Source: an optimization exercise on an open RTL-to-GDS flow (aim: small area and a short achievable clock period). Production flows keep margins and buffers that such runs may drop. The RTL was checked by simulation tests, not by an equivalence proof against the original design. Power figures rest on the tool's default switching activity, not on a simulated workload.

## axil_fetch
module axil_fetch (
	input  logic S_AXI_ACLK,
	input  logic fifo_reset,
	input  logic i_new_pc,
	input  fetch_pkg::addr_t i_pc,
	input  logic i_ready,
	output fetch_pkg::insn_t o_insn,
	output fetch_pkg::addr_t o_pc,
	output logic o_valid,
	output logic o_illegal,
	output logic M_AXI_ARVALID,
	input  logic M_AXI_ARREADY,
	output fetch_pkg::addr_t M_AXI_ARADDR,
	input  logic M_AXI_RVALID,
	output logic M_AXI_RREADY,
	input  fetch_pkg::bus_word_t M_AXI_RDATA,
	input  logic [1:0] M_AXI_RRESP
);
	fetch_pkg::axi_resp_e rresp;
	fetch_pkg::insn_t fifo_lane;
	logic fifo_step;
	logic lane_hi_next;
	logic rd_err;
	logic full_bus;
	logic flush_request;
	logic keep_beat;
	logic fifo_err;
	logic fifo_empty;
	logic word_taken;
	logic out_busy;
	assign M_AXI_RREADY = 1'b1;
	assign rresp = fetch_pkg::axi_resp_e'(M_AXI_RRESP);
	assign rd_err = (rresp == fetch_pkg::RESP_SLVERR) || (rresp == fetch_pkg::RESP_DECERR);
	flush_tracker u_flush (
		.S_AXI_ACLK(S_AXI_ACLK), .fifo_reset(fifo_reset), .i_new_pc(i_new_pc),
		.i_arvalid(M_AXI_ARVALID), .i_arready(M_AXI_ARREADY),
		.i_rvalid(M_AXI_RVALID), .o_full_bus(full_bus),
		.o_flush_request(flush_request), .o_keep_beat(keep_beat));
	axil_request u_request (
		.S_AXI_ACLK(S_AXI_ACLK), .fifo_reset(fifo_reset), .i_new_pc(i_new_pc),
		.i_pc(i_pc), .i_cur_pc(o_pc), .i_arready(M_AXI_ARREADY), .i_full_bus(full_bus),
		.i_flush_request(flush_request), .i_word_taken(word_taken),
		.i_out_busy(out_busy), .o_arvalid(M_AXI_ARVALID), .o_araddr(M_AXI_ARADDR));
	sync_fifo u_fifo (
  ...
For scale: about 1,900 cells after synthesis, ~670 flip-flops, ~200 I/O pins.
clock: 4.0 ns
lec_check: 0
abc_clock_period_in_ps: 2000
cap_margin: 20
core_margin: 2
core_utilization: 40
setup_slack_margin: 2.0
slew_margin: 20
standard.sh (not shown) runs the stock make flow with config.mk's settings and CLKGATE_MAP_FILE= SYNTH_SCRIPT=/design/flow/synth_recipe.tcl, a recipe that flattens the netlist after the stock synthesis.
==> flow/flow/run.sh <==
#!/bin/bash
# The standard layout, with the smallest buffer on the ports and a clock tree of larger
# sink clusters without dummy loads. make's full output goes to standard.log here, and
# each ORFS step keeps its own log under orfs/logs.
set -euo pipefail
bash standard.sh \
	"BUFFER_PORTS_ARGS=-buffer_cell sky130_fd_sc_hd__buf_1" \
	"CTS_ARGS=-sink_clustering_enable -repair_clock_nets -dont_use_dummy_load -sink_clustering_size 30 -sink_clustering_max_diameter 100" \
	finish > standard.log 2>&1
==> next run, changes <==
==> flow/run.sh (new file) <==
#!/bin/bash
# synth_recipe.tcl (not shown) runs the flow's synth.tcl, then flattens the netlist and writes it again
# the make line also repeats each setting of config.mk as NAME=value (left out here)
make -C /OpenROAD-flow-scripts/flow DESIGN_CONFIG=/design/flow/config.mk WORK_HOME=/design/flow/orfs CLKGATE_MAP_FILE= SYNTH_SCRIPT=/design/flow/synth_recipe.tcl finish
removed: flow/flow/run.sh
removed: flow/standard.sh
What happened:
- non-clock buffer count grows by 61
- fmax rises by 1.9%
- wire length goes up by 4.1%
- synthesized area does not change
- worst setup slack improves by 0.039 ns
- global-route usage increases by 1.3 points
- via count goes up by 5.3%
- first-iteration DRC count shrinks by 4.6%
- sequential share of layout area went down by 5.5 points
==> next run, changes <==
ABC_CLOCK_PERIOD_IN_PS = 1800   (was 2000)
SETUP_SLACK_MARGIN = 2.2   (was 2.0)
Result:
- clock power increases by about 0.8%
- power increases by about 1.6%
- final cell count increases by about 2.7%
==> next run, changes <==
CORE_UTILIZATION = 55   (was 40)
PLACE_DENSITY = 0.7   (was unset)
Non-clock buffer count shrinks by 2.
Design area falls by 1.7%.
Wire length decreases by 3.7%.
Synthesized area is unchanged.
Sequential power hardly moves.
First-iteration DRC count is higher by about 24%.
Fmax came out lower by 2.7%.
Clock power goes down by 8.2%.
==> next run, changes <==
==> flow/flow/run.sh (new file) <==
#!/bin/bash
# The standard layout, with the smallest buffer on the ports and no dummy loads in the clock tree.
set -euo pipefail
bash standard.sh \
	"BUFFER_PORTS_ARGS=-buffer_cell sky130_fd_sc_hd__buf_1" \
	"CTS_ARGS=-sink_clustering_enable -repair_clock_nets -dont_use_dummy_load" \
	finish > standard.log 2>&1
==> flow/standard.sh (new file) <==
#!/bin/bash
# synth_recipe.tcl (not shown) runs the flow's synth.tcl, then flattens the netlist and writes it again
# the make line also repeats each setting of config.mk as NAME=value (left out here)
make -C /OpenROAD-flow-scripts/flow DESIGN_CONFIG=/design/flow/config.mk WORK_HOME=/design/flow/orfs CLKGATE_MAP_FILE= SYNTH_SCRIPT=/design/flow/synth_recipe.tcl "${@:-finish}"
ABC_CLOCK_PERIOD_IN_PS = 2000   (was 1800)
CORE_UTILIZATION = 40   (was 55)
PLACE_DENSITY = unset   (was 0.7)
SETUP_SLACK_MARGIN = 2.0   (was 2.2)
removed: flow/run.sh
What happened: Total power shrinks by a few percent. Final area shrinks by roughly a tenth. Synthesized cell count does not change. Fmax grows by a few percent. Register-to-register slack improved by 0.06 ns. Clock skew grows by 0.049 ns. Utilization shrinks by 26 points. Combinational power shrinks by a quarter to a third.

==> re-timing with driven ports <==
No port has a modelled driver above. Below, the same layouts with a new extraction and two added sets of constraints. Step 1: set_driving_cell puts a clkbuf_16 on S_AXI_ACLK and a buf_2 on each other input, an assumption about the parent block. Step 2 also shifts input and output timing later by t, the mid clock arrival at the registers, as if the neighbouring blocks saw the same clock. a / b / c = ideal / step 1 / step 2; a / b = the first two.
run	t, ns	setup slack, ns	hold slack, ns	worst setup path at the end	slew at the worst register clock pin (ns)
the first run	0.669	1.882 / 1.882 / 1.340	0.473 / 0.438 / 0.488	input to register	0.11 / 0.11
the second run	0.666	1.921 / 1.890 / 1.314	0.488 / 0.488 / 0.488	input to register	0.06 / 0.06
the third run	0.675	1.908 / 1.896 / 1.329	0.487 / 0.487 / 0.487	input to register	0.07 / 0.07
the fourth run	0.664	1.849 / 1.818 / 1.393	0.475 / 0.475 / 0.475	input to register	0.07 / 0.07
the fifth run	0.643	1.909 / 1.909 / 1.389	0.489 / 0.474 / 0.489	input to register	0.06 / 0.06
After both steps setup and hold are still met in every run listed. For the second run, which loses most, drivers alone change the setup slack by -0.031 ns; drivers and shift together by -0.607 ns.
